This design comes from an exercise in tuning for small area, a short achievable clock period and few clock cycles per item on the open sky130 flow, not from production work. Function was checked by simulation only, so behaviour that the tests miss may differ from the original. Power and IR drop assume default switching activity.

==> indigo <==
==> flow/design.v <==
package hcc_pkg;
   localparam int MAX_ORDER = 16;
   localparam int COORD_W   = MAX_ORDER;
   localparam int INDEX_W   = 2 * MAX_ORDER;
   localparam int ORDER_W   = 5;
   localparam logic ACT_TO_INDEX  = 1'b0;
   localparam logic ACT_TO_COORDS = 1'b1;
   localparam int MAP_W = 6;
endpackage
module hcc_cell (
   input  logic [hcc_pkg::MAP_W-1:0] hi_map,
   input  logic [hcc_pkg::MAP_W-1:0] lo_map,
   output logic [hcc_pkg::MAP_W-1:0] out_map
);
   logic a00, a01, a10, a11, au, ac;    
   logic b00, b01, b10, b11, bu, bc;    
   assign {a00, a01, a10, a11, au, ac} = hi_map;
   assign {b00, b01, b10, b11, bu, bc} = lo_map;
   assign out_map[5] = (b00 & a00) ^ (b01 & a10);
   assign out_map[4] = (b00 & a01) ^ (b01 & a11);
   assign out_map[3] = (b10 & a00) ^ (b11 & a10);
   assign out_map[2] = (b10 & a01) ^ (b11 & a11);
   assign out_map[1] = (b00 & au) ^ (b01 & ac) ^ bu;
   assign out_map[0] = (b10 & au) ^ (b11 & ac) ^ bc;
endmodule
module hilbert_curve_converter (
   input  logic                        clock,
   input  logic                        reset,
   input  logic                        req_valid,
   output logic                        req_stall,
   input  logic [64:0]                 req_word,
   output logic                        rsp_valid,
   input  logic                        rsp_stall,
   output logic [63:0]                 rsp_word,
   input  logic                        csr_write_enable,
   input  logic [4:0]                  csr_write_data
);
   localparam int N  = hcc_pkg::MAX_ORDER;
   localparam int MW = hcc_pkg::MAP_W;
   logic [hcc_pkg::ORDER_W-1:0] order_ff;       
   logic [N-1:0]                lvl_mask;       
   logic                        take;           
   logic                        s1_take;        
   logic [N-1:0]                a_in, b_in;
   logic                        s1_valid_ff;
   logic                        s1_action_ff;
   logic [N-1:0]                s1_a_ff, s1_b_ff;
   logic [N-1:0][MW-1:0]        elem;           
   logic [N-1:0][MW-1:0]        pre [0:4];      
   logic [N-1:0]                st_u, st_c;     
   logic [2*N-1:0]              res_in;         
   logic                        rsp_valid_ff;
   logic                        rsp_action_ff;
   logic [2*N-1:0]              rsp_res_ff;
   always_ff @(posedge clock) begin
      if (reset) begin
         order_ff <= hcc_pkg::ORDER_W'(N);
      end else if (csr_write_enable) begin
         order_ff <= (csr_write_data > hcc_pkg::ORDER_W'(N)) ? hcc_pkg::ORDER_W'(N) : csr_write_data;
      end
   end
   for (genvar s = 0; s < N; s++) begin : g_mask
      assign lvl_mask[s] = hcc_pkg::ORDER_W'(s) < order_ff;
   end
   for (genvar s = 0; s < N; s++) begin : g_in
      always_comb begin
         if (req_word[64] == hcc_pkg::ACT_TO_INDEX) begin
            a_in[s] = req_word[48+s];
            b_in[s] = req_word[48+s] ^ req_word[32+s];
         end else begin
            a_in[s] = req_word[2*s+1];
            b_in[s] = req_word[2*s] ^ req_word[2*s+1];
         end
      end
   end
   assign take      = !rsp_valid_ff || !rsp_stall;
   assign s1_take   = !s1_valid_ff || take;
   assign req_stall = !s1_take;
   always_ff @(posedge clock) begin
      if (reset) begin
         s1_valid_ff <= 1'b0;
      end else if (s1_take) begin
         s1_valid_ff <= req_valid;
      end
   end
   always_ff @(posedge clock) begin
      if (reset) begin
         rsp_valid_ff <= 1'b0;
      end else if (take) begin
         rsp_valid_ff <= s1_valid_ff;
      end
   end
   always_ff @(posedge clock) begin
      if (s1_take) begin
         s1_action_ff <= req_word[64];
         s1_a_ff      <= a_in & lvl_mask;
         s1_b_ff      <= b_in & lvl_mask;
      end
   end
   for (genvar s = 0; s < N; s++) begin : g_elem
      logic a, b;
      assign a = s1_a_ff[s];
      assign b = s1_b_ff[s];
      assign elem[s] = (s1_action_ff == hcc_pkg::ACT_TO_INDEX)
                       ? {1'b1, !b, b, 1'b1, !(a | b), a & b}
                       : {1'b1, 1'b0, 1'b0, 1'b1, !(a | b), a & !b};
   end
   for (genvar i = 0; i < N; i++) begin : g_pre0
      if (i == 0) begin : g_top
         logic u0;
         assign u0 = order_ff[0];
         assign pre[0][i] = {4'b0000,
                             (elem[N-1][5] & u0) ^ elem[N-1][1],
                             (elem[N-1][3] & u0) ^ elem[N-1][0]};
      end else begin : g_rest
         assign pre[0][i] = elem[N-1-i];
      end
   end
   for (genvar r = 0; r < 4; r++) begin : g_round
      for (genvar i = 0; i < N; i++) begin : g_node
         if (((i >> r) & 1) == 1) begin : g_comb
            hcc_cell u_cell (
               .hi_map  (pre[r][((i >> r) << r) - 1]),
               .lo_map  (pre[r][i]),
               .out_map (pre[r+1][i])
            );
         end else begin : g_pass
            assign pre[r+1][i] = pre[r][i];
         end
      end
   end
   for (genvar s = 0; s < N; s++) begin : g_state
      if (s == N-1) begin : g_top
         assign st_u[s] = order_ff[0];
         assign st_c[s] = 1'b0;
      end else begin : g_rest
         assign st_u[s] = pre[4][N-2-s][1];
         assign st_c[s] = pre[4][N-2-s][0];
      end
   end
   for (genvar s = 0; s < N; s++) begin : g_out
      logic a, b, u, c;
      assign a = s1_a_ff[s];
      assign b = s1_b_ff[s];
      assign u = st_u[s];
      assign c = st_c[s];
      always_comb begin
         if (s1_action_ff == hcc_pkg::ACT_TO_INDEX) begin
            res_in[2*s+1] = a ^ (b ? u : c);
            res_in[2*s]   = b;
         end else begin
            res_in[2*s+1] = ((u ^ c) ? b : a) ^ c;
            res_in[2*s]   = ((u ^ c) ? a : b) ^ c;
         end
      end
   end
   always_ff @(posedge clock) begin
      if (take) begin
         rsp_action_ff <= s1_action_ff;
         rsp_res_ff    <= res_in;
      end
   end
   for (genvar s = 0; s < N; s++) begin : g_rsp
      assign rsp_word[32+2*s+1] = rsp_res_ff[2*s+1] & (rsp_action_ff == hcc_pkg::ACT_TO_INDEX);
      assign rsp_word[32+2*s]   = rsp_res_ff[2*s]   & (rsp_action_ff == hcc_pkg::ACT_TO_INDEX);
      assign rsp_word[16+s]     = rsp_res_ff[2*s+1] & (rsp_action_ff == hcc_pkg::ACT_TO_COORDS);
      assign rsp_word[s]        = rsp_res_ff[2*s]   & (rsp_action_ff == hcc_pkg::ACT_TO_COORDS);
   end
   assign rsp_valid = rsp_valid_ff;
endmodule
==> flow/run.sh <==
#!/bin/bash
# synth_recipe.tcl (not shown) runs the flow's synth.tcl, then flattens the netlist and writes it again
# the make line also repeats each setting of config.mk as NAME=value (left out here)
make -C /OpenROAD-flow-scripts/flow DESIGN_CONFIG=/design/flow/config.mk WORK_HOME=/design/flow/orfs CLKGATE_MAP_FILE= SYNTH_SCRIPT=/design/flow/synth_recipe.tcl finish
==> flow/config.mk <==
export PLATFORM = sky130hd
export DESIGN_NAME = hilbert_curve_converter
export DESIGN_NICKNAME = hilbert_curve_converter
export VERILOG_FILES = /design/flow/design.v
export SDC_FILE = /design/flow/constraint.sdc
export NUM_CORES = 4
export LEC_CHECK = 0
export CAP_MARGIN = 20
export CORE_MARGIN = 2
export CORE_UTILIZATION = 40
export SETUP_SLACK_MARGIN = 1.5
export SLEW_MARGIN = 20
==> flow/constraint.sdc <==
create_clock -name core_clock -period 5.0 [get_ports {clock}]
set_input_delay 1.0000 -clock core_clock [delete_from_list [all_inputs] [get_ports {clock}]]
set_output_delay 1.0000 -clock core_clock [all_outputs]
set_load 0.01 [all_outputs]
==> nickel: changes against indigo <==
Settings changed: SETUP_SLACK_MARGIN 1.5 to default.
==> notes <==
Between nickel and indigo, the lower clock power is in nickel (gap about 12%, measured against indigo).
In indigo the sequential share of layout area is lower than in nickel, by 2.1 points.
In nickel the power is smaller than in indigo, by 25%.
Of indigo and nickel, nickel has the higher worst hold slack (gap 0.0036 ns).
Register-to-register slack: nickel is worse than indigo (0.07 ns).
Of indigo and nickel, indigo has the higher design area (gap about 12%, measured against nickel).
Between indigo and nickel, the lower via count is in nickel (gap 4.4%, measured against nickel).
Of indigo and nickel, indigo has the higher cell count (gap 3.6%, measured against nickel).
Testbench counts of indigo, summed over its fixed seeds: cycles 2,568, items 2,560.
Testbench counts of nickel, summed over its fixed seeds: cycles 2,568, items 2,560.

[re-timing with driven ports]
Ports are ideal in the flow. The routed layouts listed here were re-timed in OpenROAD. Step 1 sets driving cells, clkbuf_16 on the clock port and buf_2 on the other inputs (assumed; they add their load-dependent delay and slew). Step 2 times the ports against the registers' clock, not the clock port: input delays grow and output delays shrink by t, the midpoint of the rising clock arrivals with the driver on. Three values: ideal, step 1, step 2; two values: the first two.
run	t (ns)	setup WS [ns]	worst slew at a driven data input, ns
indigo	0.386	0.418 / 0.418 / 0.418	0.05
nickel	0.393	0.351 / 0.351 / 0.351	0.05
After both steps setup and hold are still met in every run listed.
